This design comes from an exercise in tuning for small area on the open sky130 flow, not from production work. Function was checked by simulation only, so behaviour that the tests miss may differ from the original.

===== design.v =====
`timescale 1ns/10ps
`default_nettype none
module voiceMixer
(
	input logic [15:0] A,
	input logic [4:0] one,
	input logic [4:0] two,
	input logic [4:0] neg,
	input logic [32:0] ag,
	output logic [32:0] sum
);
	wire pp0_0 = ((one[0] & A[0]) | (two[0] & 1'b0)) ^ neg[0];
	wire pp0_1 = ((one[0] & A[1]) | (two[0] & A[0])) ^ neg[0];
	wire pp0_2 = ((one[0] & A[2]) | (two[0] & A[1])) ^ neg[0];
	wire pp0_3 = ((one[0] & A[3]) | (two[0] & A[2])) ^ neg[0];
	wire pp0_4 = ((one[0] & A[4]) | (two[0] & A[3])) ^ neg[0];
	wire pp0_5 = ((one[0] & A[5]) | (two[0] & A[4])) ^ neg[0];
	wire pp0_6 = ((one[0] & A[6]) | (two[0] & A[5])) ^ neg[0];
	wire pp0_7 = ((one[0] & A[7]) | (two[0] & A[6])) ^ neg[0];
	wire pp0_8 = ((one[0] & A[8]) | (two[0] & A[7])) ^ neg[0];
	wire pp0_9 = ((one[0] & A[9]) | (two[0] & A[8])) ^ neg[0];
	wire pp0_10 = ((one[0] & A[10]) | (two[0] & A[9])) ^ neg[0];
	wire pp0_11 = ((one[0] & A[11]) | (two[0] & A[10])) ^ neg[0];
	wire pp0_12 = ((one[0] & A[12]) | (two[0] & A[11])) ^ neg[0];
	wire pp0_13 = ((one[0] & A[13]) | (two[0] & A[12])) ^ neg[0];
	wire pp0_14 = ((one[0] & A[14]) | (two[0] & A[13])) ^ neg[0];
	wire pp0_15 = ((one[0] & A[15]) | (two[0] & A[14])) ^ neg[0];
	wire pp0_16 = ((one[0] & 1'b0) | (two[0] & A[15])) ^ neg[0];
	wire ns0 = ~neg[0];
	wire pp1_0 = ((one[1] & A[0]) | (two[1] & 1'b0)) ^ neg[1];
	wire pp1_1 = ((one[1] & A[1]) | (two[1] & A[0])) ^ neg[1];
	wire pp1_2 = ((one[1] & A[2]) | (two[1] & A[1])) ^ neg[1];
	wire pp1_3 = ((one[1] & A[3]) | (two[1] & A[2])) ^ neg[1];
	wire pp1_4 = ((one[1] & A[4]) | (two[1] & A[3])) ^ neg[1];
	wire pp1_5 = ((one[1] & A[5]) | (two[1] & A[4])) ^ neg[1];
	wire pp1_6 = ((one[1] & A[6]) | (two[1] & A[5])) ^ neg[1];
	wire pp1_7 = ((one[1] & A[7]) | (two[1] & A[6])) ^ neg[1];
	wire pp1_8 = ((one[1] & A[8]) | (two[1] & A[7])) ^ neg[1];
	wire pp1_9 = ((one[1] & A[9]) | (two[1] & A[8])) ^ neg[1];
	wire pp1_10 = ((one[1] & A[10]) | (two[1] & A[9])) ^ neg[1];
	wire pp1_11 = ((one[1] & A[11]) | (two[1] & A[10])) ^ neg[1];
	wire pp1_12 = ((one[1] & A[12]) | (two[1] & A[11])) ^ neg[1];
	wire pp1_13 = ((one[1] & A[13]) | (two[1] & A[12])) ^ neg[1];
	wire pp1_14 = ((one[1] & A[14]) | (two[1] & A[13])) ^ neg[1];
	wire pp1_15 = ((one[1] & A[15]) | (two[1] & A[14])) ^ neg[1];
	wire pp1_16 = ((one[1] & 1'b0) | (two[1] & A[15])) ^ neg[1];
	wire ns1 = ~neg[1];
	wire pp2_0 = ((one[2] & A[0]) | (two[2] & 1'b0)) ^ neg[2];
	wire pp2_1 = ((one[2] & A[1]) | (two[2] & A[0])) ^ neg[2];
	wire pp2_2 = ((one[2] & A[2]) | (two[2] & A[1])) ^ neg[2];
	wire pp2_3 = ((one[2] & A[3]) | (two[2] & A[2])) ^ neg[2];
	wire pp2_4 = ((one[2] & A[4]) | (two[2] & A[3])) ^ neg[2];
	wire pp2_5 = ((one[2] & A[5]) | (two[2] & A[4])) ^ neg[2];
	wire pp2_6 = ((one[2] & A[6]) | (two[2] & A[5])) ^ neg[2];
	wire pp2_7 = ((one[2] & A[7]) | (two[2] & A[6])) ^ neg[2];
	wire pp2_8 = ((one[2] & A[8]) | (two[2] & A[7])) ^ neg[2];
	wire pp2_9 = ((one[2] & A[9]) | (two[2] & A[8])) ^ neg[2];
	wire pp2_10 = ((one[2] & A[10]) | (two[2] & A[9])) ^ neg[2];
	wire pp2_11 = ((one[2] & A[11]) | (two[2] & A[10])) ^ neg[2];
	wire pp2_12 = ((one[2] & A[12]) | (two[2] & A[11])) ^ neg[2];
	wire pp2_13 = ((one[2] & A[13]) | (two[2] & A[12])) ^ neg[2];
	wire pp2_14 = ((one[2] & A[14]) | (two[2] & A[13])) ^ neg[2];
	wire pp2_15 = ((one[2] & A[15]) | (two[2] & A[14])) ^ neg[2];
	wire pp2_16 = ((one[2] & 1'b0) | (two[2] & A[15])) ^ neg[2];
	wire ns2 = ~neg[2];
	wire pp3_0 = ((one[3] & A[0]) | (two[3] & 1'b0)) ^ neg[3];
	wire pp3_1 = ((one[3] & A[1]) | (two[3] & A[0])) ^ neg[3];
	wire pp3_2 = ((one[3] & A[2]) | (two[3] & A[1])) ^ neg[3];
	wire pp3_3 = ((one[3] & A[3]) | (two[3] & A[2])) ^ neg[3];
	wire pp3_4 = ((one[3] & A[4]) | (two[3] & A[3])) ^ neg[3];
	wire pp3_5 = ((one[3] & A[5]) | (two[3] & A[4])) ^ neg[3];
	wire pp3_6 = ((one[3] & A[6]) | (two[3] & A[5])) ^ neg[3];
	wire pp3_7 = ((one[3] & A[7]) | (two[3] & A[6])) ^ neg[3];
	wire pp3_8 = ((one[3] & A[8]) | (two[3] & A[7])) ^ neg[3];
	wire pp3_9 = ((one[3] & A[9]) | (two[3] & A[8])) ^ neg[3];
	wire pp3_10 = ((one[3] & A[10]) | (two[3] & A[9])) ^ neg[3];
	wire pp3_11 = ((one[3] & A[11]) | (two[3] & A[10])) ^ neg[3];
	wire pp3_12 = ((one[3] & A[12]) | (two[3] & A[11])) ^ neg[3];
	wire pp3_13 = ((one[3] & A[13]) | (two[3] & A[12])) ^ neg[3];
	wire pp3_14 = ((one[3] & A[14]) | (two[3] & A[13])) ^ neg[3];
	wire pp3_15 = ((one[3] & A[15]) | (two[3] & A[14])) ^ neg[3];
	wire pp3_16 = ((one[3] & 1'b0) | (two[3] & A[15])) ^ neg[3];
	wire ns3 = ~neg[3];
	wire pp4_0 = ((one[4] & A[0]) | (two[4] & 1'b0)) ^ neg[4];
	wire pp4_1 = ((one[4] & A[1]) | (two[4] & A[0])) ^ neg[4];
	wire pp4_2 = ((one[4] & A[2]) | (two[4] & A[1])) ^ neg[4];
	wire pp4_3 = ((one[4] & A[3]) | (two[4] & A[2])) ^ neg[4];
	wire pp4_4 = ((one[4] & A[4]) | (two[4] & A[3])) ^ neg[4];
	wire pp4_5 = ((one[4] & A[5]) | (two[4] & A[4])) ^ neg[4];
	wire pp4_6 = ((one[4] & A[6]) | (two[4] & A[5])) ^ neg[4];
	wire pp4_7 = ((one[4] & A[7]) | (two[4] & A[6])) ^ neg[4];
	wire pp4_8 = ((one[4] & A[8]) | (two[4] & A[7])) ^ neg[4];
	wire pp4_9 = ((one[4] & A[9]) | (two[4] & A[8])) ^ neg[4];
	wire pp4_10 = ((one[4] & A[10]) | (two[4] & A[9])) ^ neg[4];
	wire pp4_11 = ((one[4] & A[11]) | (two[4] & A[10])) ^ neg[4];
	wire pp4_12 = ((one[4] & A[12]) | (two[4] & A[11])) ^ neg[4];
	wire pp4_13 = ((one[4] & A[13]) | (two[4] & A[12])) ^ neg[4];
	wire pp4_14 = ((one[4] & A[14]) | (two[4] & A[13])) ^ neg[4];
	wire pp4_15 = ((one[4] & A[15]) | (two[4] & A[14])) ^ neg[4];
	wire pp4_16 = ((one[4] & 1'b0) | (two[4] & A[15])) ^ neg[4];
	wire ns4 = ~neg[4];
	wire ci1 = ~pp4_3;
	wire ci2 = ~pp4_3;
	wire ci3 = ~pp4_3;
	wire ci4 = ~pp4_3;
	wire ci5 = ~pp4_3;
	wire ci6 = ~pp4_3;
	wire ci7 = ~pp4_3;
	wire ci8 = ~pp4_3;
	wire ci9 = ~pp4_12;
	wire ci10 = ~pp4_14;
	wire ci11 = ~pp4_16;
	wire ci12 = ~ag[32];
	wire s13 = neg[0] ^ ag[0] ^ pp0_0;
	wire c14 = (neg[0] & ag[0]) | (neg[0] & pp0_0) | (ag[0] & pp0_0);
	wire s15 = ag[1] ^ pp0_1 ^ c14;
	wire c16 = (ag[1] & pp0_1) | (ag[1] & c14) | (pp0_1 & c14);
	wire s17 = ag[2] ^ pp0_2 ^ c16;
	wire c18 = (ag[2] & pp0_2) | (ag[2] & c16) | (pp0_2 & c16);
	wire s19 = ag[3] ^ pp0_3 ^ c18;
	wire c20 = (ag[3] & pp0_3) | (ag[3] & c18) | (pp0_3 & c18);
	wire s21 = ag[4] ^ pp0_4 ^ c20;
	wire c22 = (ag[4] & pp0_4) | (ag[4] & c20) | (pp0_4 & c20);
	wire s23 = ag[5] ^ pp0_5 ^ c22;
	wire c24 = (ag[5] & pp0_5) | (ag[5] & c22) | (pp0_5 & c22);
	wire s25 = ag[6] ^ pp0_6 ^ c24;
	wire c26 = (ag[6] & pp0_6) | (ag[6] & c24) | (pp0_6 & c24);
	wire s27 = ag[7] ^ pp0_7 ^ c26;
	wire c28 = (ag[7] & pp0_7) | (ag[7] & c26) | (pp0_7 & c26);
	wire s29 = neg[1] ^ ag[8] ^ pp0_8;
	wire c30 = (neg[1] & ag[8]) | (neg[1] & pp0_8) | (ag[8] & pp0_8);
	wire s31 = pp1_0 ^ s29 ^ c28;
	wire c32 = (pp1_0 & s29) | (pp1_0 & c28) | (s29 & c28);
	wire s33 = ag[9] ^ pp0_9 ^ pp1_1;
	wire c34 = (ag[9] & pp0_9) | (ag[9] & pp1_1) | (pp0_9 & pp1_1);
	wire s35 = c30 ^ s33 ^ c32;
	wire c36 = (c30 & s33) | (c30 & c32) | (s33 & c32);
	wire s37 = neg[2] ^ ag[10] ^ pp0_10;
	wire c38 = (neg[2] & ag[10]) | (neg[2] & pp0_10) | (ag[10] & pp0_10);
	wire s39 = pp1_2 ^ pp2_0 ^ c34;
	wire c40 = (pp1_2 & pp2_0) | (pp1_2 & c34) | (pp2_0 & c34);
	wire s41 = s37 ^ s39 ^ c36;
	wire c42 = (s37 & s39) | (s37 & c36) | (s39 & c36);
	wire s43 = ag[11] ^ pp0_11 ^ pp1_3;
	wire c44 = (ag[11] & pp0_11) | (ag[11] & pp1_3) | (pp0_11 & pp1_3);
	wire s45 = pp2_1 ^ c38 ^ s43;
	wire c46 = (pp2_1 & c38) | (pp2_1 & s43) | (c38 & s43);
	wire s47 = c40 ^ s45 ^ c42;
	wire c48 = (c40 & s45) | (c40 & c42) | (s45 & c42);
	wire s49 = neg[3] ^ ag[12] ^ pp0_12;
	wire c50 = (neg[3] & ag[12]) | (neg[3] & pp0_12) | (ag[12] & pp0_12);
	wire s51 = pp1_4 ^ pp2_2 ^ pp3_0;
	wire c52 = (pp1_4 & pp2_2) | (pp1_4 & pp3_0) | (pp2_2 & pp3_0);
	wire s53 = c44 ^ s49 ^ s51;
	wire c54 = (c44 & s49) | (c44 & s51) | (s49 & s51);
	wire s55 = c46 ^ s53 ^ c48;
	wire c56 = (c46 & s53) | (c46 & c48) | (s53 & c48);
	wire s57 = ag[13] ^ pp0_13 ^ pp1_5;
	wire c58 = (ag[13] & pp0_13) | (ag[13] & pp1_5) | (pp0_13 & pp1_5);
	wire s59 = pp2_3 ^ pp3_1 ^ c50;
	wire c60 = (pp2_3 & pp3_1) | (pp2_3 & c50) | (pp3_1 & c50);
	wire s61 = c52 ^ s57 ^ c54;
	wire c62 = (c52 & s57) | (c52 & c54) | (s57 & c54);
	wire s63 = s59 ^ s61 ^ c56;
	wire c64 = (s59 & s61) | (s59 & c56) | (s61 & c56);
	wire s65 = neg[4] ^ ag[14] ^ pp0_14;
	wire c66 = (neg[4] & ag[14]) | (neg[4] & pp0_14) | (ag[14] & pp0_14);
	wire s67 = pp1_6 ^ pp2_4 ^ pp3_2;
	wire c68 = (pp1_6 & pp2_4) | (pp1_6 & pp3_2) | (pp2_4 & pp3_2);
	wire s69 = pp4_0 ^ c58 ^ s65;
	wire c70 = (pp4_0 & c58) | (pp4_0 & s65) | (c58 & s65);
	wire s71 = s67 ^ c60 ^ s69;
	wire c72 = (s67 & c60) | (s67 & s69) | (c60 & s69);
	wire s73 = c62 ^ s71 ^ c64;
	wire c74 = (c62 & s71) | (c62 & c64) | (s71 & c64);
	wire s75 = ag[15] ^ pp0_15 ^ pp1_7;
	wire c76 = (ag[15] & pp0_15) | (ag[15] & pp1_7) | (pp0_15 & pp1_7);
	wire s77 = pp2_5 ^ pp3_3 ^ pp4_1;
	wire c78 = (pp2_5 & pp3_3) | (pp2_5 & pp4_1) | (pp3_3 & pp4_1);
	wire s79 = c66 ^ c68 ^ s75;
	wire c80 = (c66 & c68) | (c66 & s75) | (c68 & s75);
	wire s81 = s77 ^ c70 ^ s79;
	wire c82 = (s77 & c70) | (s77 & s79) | (c70 & s79);
	wire s83 = c72 ^ s81 ^ c74;
	wire c84 = (c72 & s81) | (c72 & c74) | (s81 & c74);
	wire s85 = ag[16] ^ pp0_16 ^ pp1_8;
	wire c86 = (ag[16] & pp0_16) | (ag[16] & pp1_8) | (pp0_16 & pp1_8);
	wire s87 = pp2_6 ^ pp3_4 ^ pp4_2;
	wire c88 = (pp2_6 & pp3_4) | (pp2_6 & pp4_2) | (pp3_4 & pp4_2);
	wire s89 = c76 ^ c78 ^ s85;
	wire c90 = (c76 & c78) | (c76 & s85) | (c78 & s85);
	wire s91 = s87 ^ c80 ^ s89;
	wire c92 = (s87 & c80) | (s87 & s89) | (c80 & s89);
	wire s93 = c82 ^ s91 ^ c84;
	wire c94 = (c82 & s91) | (c82 & c84) | (s91 & c84);
	wire s95 = ns0 ^ ag[17] ^ pp1_9;
	wire c96 = (ns0 & ag[17]) | (ns0 & pp1_9) | (ag[17] & pp1_9);
	wire s97 = pp2_7 ^ pp3_5 ^ ci1;
	wire c98 = (pp2_7 & pp3_5) | (pp2_7 & ci1) | (pp3_5 & ci1);
	wire s99 = c86 ^ c88 ^ s95;
	wire c100 = (c86 & c88) | (c86 & s95) | (c88 & s95);
	wire s101 = s97 ^ c90 ^ s99;
	wire c102 = (s97 & c90) | (s97 & s99) | (c90 & s99);
	wire s103 = ag[18] ^ pp1_10 ^ pp2_8;
	wire c104 = (ag[18] & pp1_10) | (ag[18] & pp2_8) | (pp1_10 & pp2_8);
	wire s105 = pp3_6 ^ pp4_4 ^ ci2;
	wire c106 = (pp3_6 & pp4_4) | (pp3_6 & ci2) | (pp4_4 & ci2);
	wire s107 = c96 ^ s103 ^ c98;
	wire c108 = (c96 & s103) | (c96 & c98) | (s103 & c98);
	wire s109 = s105 ^ c100 ^ s107;
	wire c110 = (s105 & c100) | (s105 & s107) | (c100 & s107);
	wire s111 = ag[19] ^ pp1_11 ^ pp2_9;
	wire c112 = (ag[19] & pp1_11) | (ag[19] & pp2_9) | (pp1_11 & pp2_9);
	wire s113 = pp3_7 ^ pp4_5 ^ ci3;
	wire c114 = (pp3_7 & pp4_5) | (pp3_7 & ci3) | (pp4_5 & ci3);
	wire s115 = c104 ^ s111 ^ c106;
	wire c116 = (c104 & s111) | (c104 & c106) | (s111 & c106);
	wire s117 = s113 ^ c108 ^ s115;
	wire c118 = (s113 & c108) | (s113 & s115) | (c108 & s115);
	wire s119 = ag[20] ^ pp1_12 ^ pp2_10;
	wire c120 = (ag[20] & pp1_12) | (ag[20] & pp2_10) | (pp1_12 & pp2_10);
	wire s121 = pp3_8 ^ pp4_6 ^ ci4;
	wire c122 = (pp3_8 & pp4_6) | (pp3_8 & ci4) | (pp4_6 & ci4);
	wire s123 = c112 ^ s119 ^ c114;
	wire c124 = (c112 & s119) | (c112 & c114) | (s119 & c114);
	wire s125 = s121 ^ c116 ^ s123;
	wire c126 = (s121 & c116) | (s121 & s123) | (c116 & s123);
	wire s127 = ag[21] ^ pp1_13 ^ pp2_11;
	wire c128 = (ag[21] & pp1_13) | (ag[21] & pp2_11) | (pp1_13 & pp2_11);
	wire s129 = pp3_9 ^ pp4_7 ^ ci5;
	wire c130 = (pp3_9 & pp4_7) | (pp3_9 & ci5) | (pp4_7 & ci5);
	wire s131 = c120 ^ s127 ^ c122;
	wire c132 = (c120 & s127) | (c120 & c122) | (s127 & c122);
	wire s133 = s129 ^ c124 ^ s131;
	wire c134 = (s129 & c124) | (s129 & s131) | (c124 & s131);
	wire s135 = ag[22] ^ pp1_14 ^ pp2_12;
	wire c136 = (ag[22] & pp1_14) | (ag[22] & pp2_12) | (pp1_14 & pp2_12);
	wire s137 = pp3_10 ^ pp4_8 ^ ci6;
	wire c138 = (pp3_10 & pp4_8) | (pp3_10 & ci6) | (pp4_8 & ci6);
	wire s139 = c128 ^ s135 ^ c130;
	wire c140 = (c128 & s135) | (c128 & c130) | (s135 & c130);
	wire s141 = s137 ^ c132 ^ s139;
	wire c142 = (s137 & c132) | (s137 & s139) | (c132 & s139);
	wire s143 = ag[23] ^ pp1_15 ^ pp2_13;
	wire c144 = (ag[23] & pp1_15) | (ag[23] & pp2_13) | (pp1_15 & pp2_13);
	wire s145 = pp3_11 ^ pp4_9 ^ ci7;
	wire c146 = (pp3_11 & pp4_9) | (pp3_11 & ci7) | (pp4_9 & ci7);
	wire s147 = c136 ^ s143 ^ c138;
	wire c148 = (c136 & s143) | (c136 & c138) | (s143 & c138);
	wire s149 = s145 ^ c140 ^ s147;
	wire c150 = (s145 & c140) | (s145 & s147) | (c140 & s147);
	wire s151 = ag[24] ^ pp1_16 ^ pp2_14;
	wire c152 = (ag[24] & pp1_16) | (ag[24] & pp2_14) | (pp1_16 & pp2_14);
	wire s153 = pp3_12 ^ pp4_10 ^ ci8;
	wire c154 = (pp3_12 & pp4_10) | (pp3_12 & ci8) | (pp4_10 & ci8);
	wire s155 = c144 ^ s151 ^ c146;
	wire c156 = (c144 & s151) | (c144 & c146) | (s151 & c146);
	wire s157 = s153 ^ c148 ^ s155;
	wire c158 = (s153 & c148) | (s153 & s155) | (c148 & s155);
	wire s159 = ns1 ^ ag[25] ^ pp2_15;
	wire c160 = (ns1 & ag[25]) | (ns1 & pp2_15) | (ag[25] & pp2_15);
	wire s161 = pp3_13 ^ pp4_11 ^ pp4_3;
	wire c162 = (pp3_13 & pp4_11) | (pp3_13 & pp4_3) | (pp4_11 & pp4_3);
	wire s163 = c152 ^ s159 ^ s161;
	wire c164 = (c152 & s159) | (c152 & s161) | (s159 & s161);
	wire s165 = c154 ^ s163 ^ c156;
	wire c166 = (c154 & s163) | (c154 & c156) | (s163 & c156);
	wire s167 = ag[26] ^ pp2_16 ^ pp3_14;
	wire c168 = (ag[26] & pp2_16) | (ag[26] & pp3_14) | (pp2_16 & pp3_14);
	wire s169 = ci9 ^ c160 ^ c162;
	wire c170 = (ci9 & c160) | (ci9 & c162) | (c160 & c162);
	wire s171 = s167 ^ c164 ^ s169;
	wire c172 = (s167 & c164) | (s167 & s169) | (c164 & s169);
	wire s173 = ns2 ^ ag[27] ^ pp3_15;
	wire c174 = (ns2 & ag[27]) | (ns2 & pp3_15) | (ag[27] & pp3_15);
	wire s175 = pp4_13 ^ pp4_12 ^ c168;
	wire c176 = (pp4_13 & pp4_12) | (pp4_13 & c168) | (pp4_12 & c168);
	wire s177 = s173 ^ c170 ^ s175;
	wire c178 = (s173 & c170) | (s173 & s175) | (c170 & s175);
	wire s179 = ag[28] ^ pp3_16 ^ ci10;
	wire c180 = (ag[28] & pp3_16) | (ag[28] & ci10) | (pp3_16 & ci10);
	wire s181 = c174 ^ s179 ^ c176;
	wire c182 = (c174 & s179) | (c174 & c176) | (s179 & c176);
	wire s183 = ns3 ^ ag[29] ^ pp4_15;
	wire c184 = (ns3 & ag[29]) | (ns3 & pp4_15) | (ag[29] & pp4_15);
	wire s185 = pp4_14 ^ s183 ^ c180;
	wire c186 = (pp4_14 & s183) | (pp4_14 & c180) | (s183 & c180);
	wire s187 = ag[30] ^ ci11 ^ c184;
	wire c188 = (ag[30] & ci11) | (ag[30] & c184) | (ci11 & c184);
	wire s189 = ns4 ^ ag[31] ^ pp4_16;
	wire c190 = (ns4 & ag[31]) | (ns4 & pp4_16) | (ag[31] & pp4_16);
	wire rs191 = c92 ^ s101;
	wire rc192 = c92 & s101;
	wire rs193 = c102 ^ s109 ^ rc192;
	wire rc194 = (c102 & s109) | (c102 & rc192) | (s109 & rc192);
	wire rs195 = c110 ^ s117 ^ rc194;
	wire rc196 = (c110 & s117) | (c110 & rc194) | (s117 & rc194);
	wire rs197 = c118 ^ s125 ^ rc196;
	wire rc198 = (c118 & s125) | (c118 & rc196) | (s125 & rc196);
	wire rs199 = c126 ^ s133 ^ rc198;
	wire rc200 = (c126 & s133) | (c126 & rc198) | (s133 & rc198);
	wire rs201 = c134 ^ s141 ^ rc200;
	wire rc202 = (c134 & s141) | (c134 & rc200) | (s141 & rc200);
	wire rs203 = c142 ^ s149 ^ rc202;
	wire rc204 = (c142 & s149) | (c142 & rc202) | (s149 & rc202);
	wire rs205 = c150 ^ s157 ^ rc204;
	wire rc206 = (c150 & s157) | (c150 & rc204) | (s157 & rc204);
	wire is207 = rs191 ^ (c94);
	wire ip208 = rs191;
	wire is209 = rs193 ^ (c94 & ip208);
	wire ip210 = ip208 & rs193;
	wire is211 = rs195 ^ (c94 & ip210);
	wire ip212 = ip210 & rs195;
	wire is213 = rs197 ^ (c94 & ip212);
	wire ip214 = ip212 & rs197;
	wire is215 = rs199 ^ (c94 & ip214);
	wire ip216 = ip214 & rs199;
	wire is217 = rs201 ^ (c94 & ip216);
	wire ip218 = ip216 & rs201;
	wire is219 = rs203 ^ (c94 & ip218);
	wire ip220 = ip218 & rs203;
	wire is221 = rs205 ^ (c94 & ip220);
	wire ip222 = ip220 & rs205;
	wire ic223 = rc206 | (c94 & ip222);
	wire rs224 = c158 ^ s165;
	wire rc225 = c158 & s165;
	wire rs226 = c166 ^ s171 ^ rc225;
	wire rc227 = (c166 & s171) | (c166 & rc225) | (s171 & rc225);
	wire rs228 = c172 ^ s177 ^ rc227;
	wire rc229 = (c172 & s177) | (c172 & rc227) | (s177 & rc227);
	wire rs230 = c178 ^ s181 ^ rc229;
	wire rc231 = (c178 & s181) | (c178 & rc229) | (s181 & rc229);
	wire rs232 = c182 ^ s185 ^ rc231;
	wire rc233 = (c182 & s185) | (c182 & rc231) | (s185 & rc231);
	wire rs234 = c186 ^ s187 ^ rc233;
	wire rc235 = (c186 & s187) | (c186 & rc233) | (s187 & rc233);
	wire rs236 = c188 ^ s189 ^ rc235;
	wire rc237 = (c188 & s189) | (c188 & rc235) | (s189 & rc235);
	wire rs238 = ci12 ^ c190 ^ rc237;
	wire rc239 = (ci12 & c190) | (ci12 & rc237) | (c190 & rc237);
	wire is240 = rs224 ^ (ic223);
	wire ip241 = rs224;
	wire is242 = rs226 ^ (ic223 & ip241);
	wire ip243 = ip241 & rs226;
	wire is244 = rs228 ^ (ic223 & ip243);
	wire ip245 = ip243 & rs228;
	wire is246 = rs230 ^ (ic223 & ip245);
	wire ip247 = ip245 & rs230;
	wire is248 = rs232 ^ (ic223 & ip247);
	wire ip249 = ip247 & rs232;
	wire is250 = rs234 ^ (ic223 & ip249);
	wire ip251 = ip249 & rs234;
	wire is252 = rs236 ^ (ic223 & ip251);
	wire ip253 = ip251 & rs236;
	wire is254 = rs238 ^ (ic223 & ip253);
	wire ip255 = ip253 & rs238;
	wire ic256 = rc239 | (ic223 & ip255);
	assign sum = {is254, is252, is250, is248, is246, is244, is242, is240, is221, is219, is217, is215, is213, is211, is209, is207, s93, s83, s73, s63, s55, s47, s41, s35, s31, s27, s25, s23, s21, s19, s17, s15, s13};
endmodule
`default_nettype wire
`timescale 1ns/10ps
`default_nettype none
module synthCore
(
	input logic MAX10_CLK2_50,
	input logic rstN,
	input logic sampleTick,
	input logic [25:0] cfg,
	output logic signed [15:0] sampleOut,
	output logic sampleValid
);
	logic [3:0][3:0] notes;
	logic [3:0][1:0] waves;
	logic [15:0] amp;
	logic rtV;
	logic [1:0] rtIdx;
	logic [3:0][7:0] ph;
	logic [2:0] st;
	logic [7:0] tap;
	logic [7:0] sp;
	logic [1:0] sw;
	logic lastF;
	logic [32:0] acc;
	wire wrV = cfg[25] & ~cfg[24];
	wire wrA = cfg[25] & cfg[24];
	always_ff @(posedge MAX10_CLK2_50 or negedge rstN) begin
		if (!rstN) begin
			notes <= '0;
			waves <= '0;
			amp <= '0;
			rtV <= 1'b0;
		end else begin
			rtV <= wrV;
			if (wrV) begin
				notes[cfg[23:22]] <= cfg[21:18];
				waves[cfg[23:22]] <= cfg[17:16];
			end
			if (wrA) amp <= cfg[15:0];
		end
	end
	always_ff @(posedge MAX10_CLK2_50) rtIdx <= cfg[23:22];
	wire [1:0] vi = st[1:0];
	wire [7:0] phSel = ph[vi];
	wire [7:0] phNext = phSel + {4'b0, notes[vi]} + 8'd1;
	always_ff @(posedge MAX10_CLK2_50 or negedge rstN) begin
		if (!rstN) begin
			ph <= '0;
		end else begin
			for (int i = 0; i < 4; i++) begin
				if (rtV && rtIdx == 2'(i)) ph[i] <= '0;
				else if (st[2] && vi == 2'(i)) ph[i] <= phNext;
			end
		end
	end
	wire [1:0] tIdx = st[1:0] - 2'd1;
	wire tV = (st[2] & (st[1:0] != 2'd0)) | (st == 3'b000);
	always_ff @(posedge MAX10_CLK2_50) begin
		tap <= phSel;
		sp <= tap;
		sw <= tV ? waves[tIdx] : 2'd0;
	end
	logic [7:0] x;
	logic sn;
	logic [4:0] one, two, neg;
	wire isSq = (sw == 2'd2);
	wire isTri = (sw == 2'd3);
	always_comb begin
		case (sw)
			2'd1: begin x = {~sp[7], sp[6:0]}; sn = 1'b0; end
			2'd2: begin x = 8'h80; sn = ~sp[7]; end
			2'd3: begin x = {~sp[6], sp[5:0], 1'b0}; sn = sp[7]; end
			default: begin x = 8'h00; sn = 1'b0; end
		endcase
		one[0] = isSq;
		two[0] = isTri & sp[7];
		neg[0] = (isSq & ~sp[7]) | (isTri & sp[7]);
		for (int i = 0; i < 4; i++) begin
			logic b2, b1, b0;
			b2 = x[2*i+1];
			b1 = x[2*i];
			b0 = (i == 0) ? 1'b0 : x[2*i-1];
			one[i+1] = b1 ^ b0;
			two[i+1] = (b2 & ~b1 & ~b0) | (~b2 & b1 & b0);
			neg[i+1] = b2 ^ sn;
		end
	end
	wire [32:0] sum;
	voiceMixer mac (
		.A(amp),
		.one(one),
		.two(two),
		.neg(neg),
		.ag(acc),
		.sum(sum)
	);
	always_ff @(posedge MAX10_CLK2_50) acc <= (lastF | ~rstN) ? 33'd0 : sum;
	always_ff @(posedge MAX10_CLK2_50 or negedge rstN) begin
		if (!rstN) begin
			st <= 3'b001;
			lastF <= 1'b0;
			sampleValid <= 1'b0;
			sampleOut <= '0;
		end else begin
			if (st[2]) st <= {~&st[1:0], st[1:0] + 2'd1};
			else st <= sampleTick ? 3'b100 : 3'b001;
			lastF <= (st == 3'b000);
			sampleValid <= lastF;
			if (lastF) sampleOut <= sum[32:17];
		end
	end
endmodule
`default_nettype wire

===== run.sh =====
#!/bin/bash
# synth_recipe.tcl (not shown) runs the flow's synth.tcl, then flattens the netlist and writes it again
# the make line also repeats each setting of config.mk as NAME=value (left out here)
make -C /OpenROAD-flow-scripts/flow DESIGN_CONFIG=/design/flow/config.mk WORK_HOME=/design/flow/orfs CLKGATE_MAP_FILE= SYNTH_SCRIPT=/design/flow/synth_recipe.tcl finish

===== config.mk =====
export PLATFORM = sky130hd
export DESIGN_NAME = synthCore
export DESIGN_NICKNAME = synthCore
export VERILOG_FILES = /design/flow/design.v
export SDC_FILE = /design/flow/constraint.sdc
export NUM_CORES = 4
export LEC_CHECK = 0
export CAP_MARGIN = 20
export CORE_MARGIN = 2
export CORE_UTILIZATION = 40
export CTS_BUF_LIST = sky130_fd_sc_hd__clkbuf_8
export CTS_CLUSTER_DIAMETER = 150
export CTS_CLUSTER_SIZE = 50
export SLEW_MARGIN = 20

===== constraint.sdc =====
create_clock -name core_clock -period 10.0 [get_ports {MAX10_CLK2_50}]
set_input_delay 2.0000 -clock core_clock [delete_from_list [all_inputs] [get_ports {MAX10_CLK2_50}]]
set_output_delay 2.0000 -clock core_clock [all_outputs]
set_load 0.01 [all_outputs]

==> results of run 1 <==
==> per-stage QoR <==
stage	util	instances
after floorplan	-	981
after global placement	0.437	1311
after detailed placement	0.437	1311
after CTS	0.453	1343
after global routing	0.453	1343
final	0.453	1343
==> worst max-delay path, delay by kind of cell (launching register included) <==
kind	cells	cell delay (ns)
buf+inv	5	0.73
flops	1	0.32
mux	1	0.26
fa+ha+maj	10	4.14
xor+xnor	2	0.37
simple gates	5	1.67
compound gates	1	0.21
==> synth_stat cells, types with 6 or more instances <==
master | instances | area share
inv_1 | 128 | 0.047
fa_1 | 101 | 0.20
dfrtp_1 | 93 | 0.23
nand2_1 | 60 | 0.022
a22oi_1 | 58 | 0.043
xor2_1 | 54 | 0.046
dfxtp_1 | 53 | 0.10
o21ai_0 | 51 | 0.025
xnor2_1 | 49 | 0.042
clkbuf_1 | 45 | 0.017
nor2_1 | 45 | 0.017
and2_1 | 35 | 0.021
a22o_1 | 30 | 0.026
mux2_2 | 26 | 0.029
ha_1 | 18 | 0.022
nand3b_1 | 17 | 0.012
mux4_2 | 14 | 0.031
buf_2 | 12 | 0.0059
mux2i_1 | 9 | 0.0088
nand3_1 | 9 | 0.0044
a21oi_1 | 8 | 0.0039
buf_1 | 7 | 0.0026
a211oi_1 | 6 | 0.0044
nor2b_1 | 6 | 0.0037
==> cell type report <==
cell class	count	area, µm²
Clock buffer	18	248
Fill cell	2371	13800
Timing Repair Buffer	64	591
Sequential cell	147	3410
Multi-Input combinational cell	642	6100
Clock inverter	14	158
Inverter	128	480
Tap cell	330	413
==> sequential cells by signal (all words and copies together), names as in the netlist <==
signal	cells
sampleOut	16
sampleValid	1
tap	8
st	3
lastF	1
rtIdx	2
sw	2
acc	33
waves	8
sp	8
ph	32
rtV	1
amp	16
notes	16
==> worst max-delay path by stage <==
stage | endpoint | from | slack, ns | cells past startpoint
6_report | sampleOut[14] | sw[0] | 2.18 | 24
5_1_grt | sampleOut[13] | sw[0] | 1.77 | 26
2_1_floorplan | sampleOut[15] | sp[7] | 2.52 | 30
3_3_place_gp | sampleOut[14] | sw[0] | 2.35 | 24
3_5_place_dp | sampleOut[14] | sw[0] | 2.20 | 24
4_1_cts | sampleOut[14] | sw[0] | 2.20 | 24
==> placed cells by master, fill, tap and decap left out, drive strengths merged, types with 3 or more instances in the layout <==
cell type and n:
a211oi 6, a21boi 4, a21oi 8, a22o 30, a22oi 58, and2 35, and3 6, buf 20
clkbuf 18, clkdlybuf4s50 44, clkinv 5, dfrtp 93, dfxtp 53, fa 101, ha 18, inv 137
mux2 27, mux2i 9, mux4 14, nand2 60, nand3 9, nand3b 17, nor2 46, nor2b 6
nor3 5, o21ai 51, or2 3, or3 3, xnor2 49, xor2 54
==> cell families (layout without fill, tap and decap cells) <==
group | count (synthesis) | count (layout)
AOI/OAI and AO/OA | 168 | 168
xor gates and xnor gates | 103 | 103
adders and majority gates | 119 | 119
buffers and inverters | 192 | 224
DFF | 147 | 147
muxes | 50 | 50
and+or+nand+nor | 202 | 202
==> layer usage <==
metal  routed length [µm]  up-vias  share of wire
met3                  737       32          0.033
met5                    0        -              0
li1                     -     3252              -
met4                  397        0          0.018
met1                10100     3397           0.45
met2                11200      129           0.50
==> impl_metrics.json, run 1 <==
{
  "rsz0062_at_grt": "false",
  "setup_viol": 0,
  "routed_wirelength_mm": 22.4,
  "synthAdderAreaFrac": 0.220,
  "cts_tree": "yes",
  "cts_root_buf": "clkbuf_8",
  "die_h_um": 164,
  "drc": 0,
  "ios": 46,
  "reg2reg_depth": 24,
  "fin_skew_ns": 0.0173,
  "reg2reg_to": "sampleOut[14]",
  "clk_transition_reported_paths_ns": 0.10,
  "crit_arrival_ns": 8.18,
  "core_um2": 25200,
  "crit_path_start_kind": "flip-flop",
  "initial_utilization": 0.406,
  "cts_buffers": 17,
  "slew_viol_final": 0,
  "via_count": 6810,
  "drive_above_1_share": 0.108,
  "hold_depth": 0,
  "num_antenna_cells": 0,
  "yosysUniqueCellTypes": 53,
  "numPortBuffers": 45,
  "die-area_um2": 26900,
  "crit_fanout": 40,
  "htree_levels": 4,
  "synth_simple_gate_area_share": 0.104,
  "place_hpwl_mm": 16.4,
  "syn-mean-instance-area_um2": 10.4,
  "min_to": "sp[0]",
  "routed_via_density": 5.07,
  "setup_slack_ns": 2.18,
  "hold_viol_final": 0,
  "grt_use_met1": 0.250,
  "ys_warn_count": 1,
  "cp.required_ns": 10.37,
  "grt_util_met2": 0.305,
  "netlist_area_um2": 10200,
  "nNetsFinal": 1148,
  "finalSetupTns_ns": 0,
  "post-cts-setup-buffers": 0,
  "worstMarginPinSlew_ns": 0.949,
  "ff2ff_setup_slack_ns": 2.18,
  "postPlaceCellArea_um2": 11000,
  "min_period_ns": 7.82,
  "grt_pass1_vias": 7266,
  "ant_nets": 0,
  "drv_cap": 0,
  "synthArstFlopShare": 0.639,
  "path_class": "reg2reg",
  "pre_cts_ws_ns": 2.20,
  "hold_start": "tap[0]",
  "first_pass_iters": 6,
  "antenna_found_initial": 0,
  "top_usage_layer": "met2",
  "area_growth_pct": 11.5,
  "grt_max_degree": 72,
  "fin_area_um2": 11400,
  "slowest_stage": "and2_1",
  "synth-edff-count": 0,
  "max_freq_mhz": 128,
  "synth-main-ff-cell": "dfrtp_1",
  "cts.sink_count": 147,
  "die_w_um": 164,
  "std_cell_rows": 58,
  "crit_chain": "buf_4 > inv_1 > nor2_1 > and2_1 > a22oi_1 > xnor2_1 > fa_1 > inv_1 > fa_1 > inv_1 > fa_1 > fa_1 > inv_1 > fa_1 > fa_1 > fa_1 > fa_1 > fa_1 > fa_1 > nor4_4 > nor2_2 > or3_4 > xor2_1 > mux2_2",
  "status": "timing/DRC/antenna clean",
  "synth_xor_area_frac": 0.0882,
  "global_route.usage.met3": 0.0318,
  "gp_congestion": 0.812,
  "clk_latency_ns": 0.47,
  "synthMuxAreaShare": 0.0697,
  "path_common_cell": "fa_1",
  "grt_pass1_wl_mm": 38.3,
  "grt_use_total": 0.184,
  "grt_overflow": 0,
  "cts_resized": 0,
  "ctsLongestPathBuffers": 2,
  "ctsHoldBuffers": 0,
  "end_kind": "flip-flop",
  "slowest_delay_ns": 0.56,
  "synth_compound_area_frac": 0.113,
  "final.period_utilization": 0.782,
  "synth-seq-cells": 147,
  "wl_per_cell_um": 16.7,
  "postSynthCellCount": 981,
  "synth_top_family_by_area": "adder cells",
  "whs_ns": 0.327,
  "min_path_type": "reg2reg",
  "max_slew_margin": 0.366,
  "synthesis.nets": 1129,
  "r2r-start": "sw[0]",
  "ys_seq_area_frac": 0.334,
  "drt_iter0_markers": 445
}
==> run 2, diff against run 1 <==
--- a/config.mk
+++ b/config.mk
@@ -9,6 +9,3 @@
 export CORE_MARGIN = 2
 export CORE_UTILIZATION = 40
-export CTS_BUF_LIST = sky130_fd_sc_hd__clkbuf_8
-export CTS_CLUSTER_DIAMETER = 150
-export CTS_CLUSTER_SIZE = 50
 export SLEW_MARGIN = 20
==> impl_metrics.json, run 2 <==
{
  "crit_arrival_ns": 8.10,
  "core_um2": 25200,
  "crit_family": "adder cells",
  "max_freq_mhz": 129,
  "hold_viol_final": 0,
  "drc": 0,
  "area_growth_pct": 13.4,
  "setup_viol": 0,
  "cts.sink_count": 147,
  "path_class": "reg2reg",
  "layout_common_cells": "inv_1, fa_1, dfrtp_1",
  "die-area_um2": 26900,
  "netlist_area_um2": 10200,
  "std_cell_rows": 58,
  "top_register": "acc",
  "max_slew_margin": 0.371,
  "grt_max_degree": 72,
  "grt_overflow": 0,
  "yosysMostFrequentCell": "inv_1",
  "layout_commonest_cell": "inv_1",
  "slowest_delay_ns": 0.55,
  "numPortBuffers": 45,
  "path_common_cell": "fa_1",
  "initial_utilization": 0.406,
  "ys_seq_area_frac": 0.334,
  "num_antenna_cells": 0,
  "routed_via_density": 5.08,
  "place_hpwl_mm": 16.4,
  "slowest_stage": "and2_1",
  "top_regs": "acc: 33 flops, ph: 32 flops",
  "cts_tree": "yes",
  "fin_skew_ns": 0.00892,
  "synthesis.nets": 1129,
  "min_to": "sp[0]",
  "r2r-start": "sw[0]",
  "ant_nets": 0,
  "nNetsFinal": 1148,
  "hold_start": "tap[0]",
  "synth-seq-cells": 147,
  "drive_above_1_share": 0.108,
  "synth-main-ff-cell": "dfrtp_1",
  "yosys.area.top_type": "dfrtp_1",
  "yosysUniqueCellTypes": 53,
  "wl_per_cell_um": 16.8,
  "yosys.area.top_type_share": 0.227,
  "yosys-top-cells-area": "dfrtp_1, fa_1, dfxtp_1",
  "gp_congestion": 0.812,
  "postPlaceCellArea_um2": 11000,
  "ctsHoldBuffers": 0,
  "clk_transition_reported_paths_ns": 0.07,
  "ys_warn_count": 1,
  "synthTopCellsByCount": "inv_1, fa_1, dfrtp_1",
  "syn-mean-instance-area_um2": 10.4,
  "synth-edff-count": 0,
  "drt_iter0_markers": 407,
  "grt_pass1_wl_mm": 38.4,
  "synthArstFlopShare": 0.639,
  "rsz0062_at_grt": "false",
  "post-cts-setup-buffers": 0,
  "grt_use_total": 0.185,
  "reg2reg_depth": 24,
  "crit_path_start_kind": "flip-flop",
  "clk_latency_ns": 0.44,
  "routed_wirelength_mm": 22.5,
  "finalSetupTns_ns": 0,
  "grt_pass1_vias": 7226,
  "status": "timing/DRC/antenna clean",
  "crit_chain": "buf_4 > inv_1 > nor2_1 > and2_1 > a22oi_1 > xnor2_1 > fa_1 > inv_1 > fa_1 > inv_1 > fa_1 > fa_1 > inv_1 > fa_1 > fa_1 > fa_1 > fa_1 > fa_1 > fa_1 > nor4_4 > nor2_2 > or3_4 > xor2_1 > mux2_2",
  "antenna_found_initial": 0,
  "slew_viol_final": 0,
  "hold_depth": 0,
  "cts_resized": 0,
  "cts_buffers": 17,
  "crit_buf_inv": 5,
  "die_w_um": 164,
  "ios": 46,
  "fin_area_um2": 11600,
  "worstMarginPinSlew_ns": 0.941,
  "reg2reg_to": "sampleOut[14]",
  "cp.required_ns": 10.33,
  "crit_fanout": 40,
  "end_kind": "flip-flop",
  "min_path_type": "reg2reg",
  "postSynthCellCount": 981,
  "first_pass_iters": 4,
  "ctsLongestPathBuffers": 2,
  "drv_cap": 0,
  "largest_reg_flops": 33,
  "ff2ff_setup_slack_ns": 2.23,
  "die_h_um": 164,
  "htree_levels": 4,
  "final.period_utilization": 0.777,
  "cts_root_buf": "clkbuf_16",
  "min_period_ns": 7.77,
  "via_count": 6828
}
==> run 2: cell counts after synthesis <==
Identical to the previous run, type by type.
==> run 2: cell type report <==
class	instances	area (µm²)
clock buffer	18	439
clock inverter	14	158
fill	2351	13600
inverter	128	480
multi-input combinational	642	6100
sequential	147	3410
tap	330	413
timing repair buffer	64	591
==> run 2: logic make-up after synthesis <==
logic type / Yosys count / share of synthesized area
buf+inv: 192 / 0.0719
xor+xnor: 103 / 0.0882
fa+ha+maj: 119 / 0.220
mux: 50 / 0.0697
flops: 147 / 0.334
simple gates: 202 / 0.104
compound gates: 168 / 0.113
==> run 2: per-layer routing <==
layer / up-vias / global-route usage / share of wire
li1: 3250 / - / -
met1: 3408 / 0.250 / 0.45
met2: 138 / 0.307 / 0.50
met3: 32 / 0.0336 / 0.034
met4: 0 / 0.0482 / 0.016
met5: - / 0 / 0
==> run 2: through the flow <==
step | setup slack, ns | hold slack, ns | utilization | instances
floorplan | 2.52 | 0.310 | - | 981
global placement | 2.35 | 0.311 | 0.437 | 1311
detailed placement | 2.20 | 0.312 | 0.437 | 1311
CTS | 2.21 | 0.324 | 0.461 | 1343
global route | 1.78 | 0.320 | 0.461 | 1343
finish | 2.23 | 0.321 | 0.461 | 1343
==> run 2: worst max path at each step <==
| stage | slack (ns) | start | to | depth (start not counted) |
|---|---|---|---|---|
| after global placement | 2.35 | sw[0] | sampleOut[14] | 24 |
| after detailed placement | 2.20 | sw[0] | sampleOut[14] | 24 |
| after global routing | 1.78 | sw[0] | sampleOut[14] | 26 |
| after floorplan | 2.52 | sp[7] | sampleOut[15] | 30 |
| final | 2.23 | sw[0] | sampleOut[14] | 24 |
| after CTS | 2.21 | sw[0] | sampleOut[14] | 24 |

==> afterwards: timing with drivers on the ports <==
How much do the figures lean on ideal ports? The routed layouts below were timed once more, with nothing changed but the port constraints.
Step 1: set_driving_cell puts a clkbuf_16 on MAX10_CLK2_50 and a buf_2 on each other input, an assumption about the parent block.
Step 2 times the ports against the registers' clock, not the clock port: input delays grow and output delays shrink by t, the midpoint of the rising clock arrivals with the driver on.
Slacks: ideal / step 1 / step 2; pairs: ideal / step 1.
run	t (ns)	setup WS [ns]	clock arrival spread, ns	slew at the worst register clock pin (ns)
run 1	0.506	2.184 / 2.184 / 2.184	0.018 / 0.019	0.11 / 0.11
run 2	0.479	2.230 / 2.230 / 2.230	0.010 / 0.010	0.07 / 0.07
After both steps setup and hold are still met in every run listed.
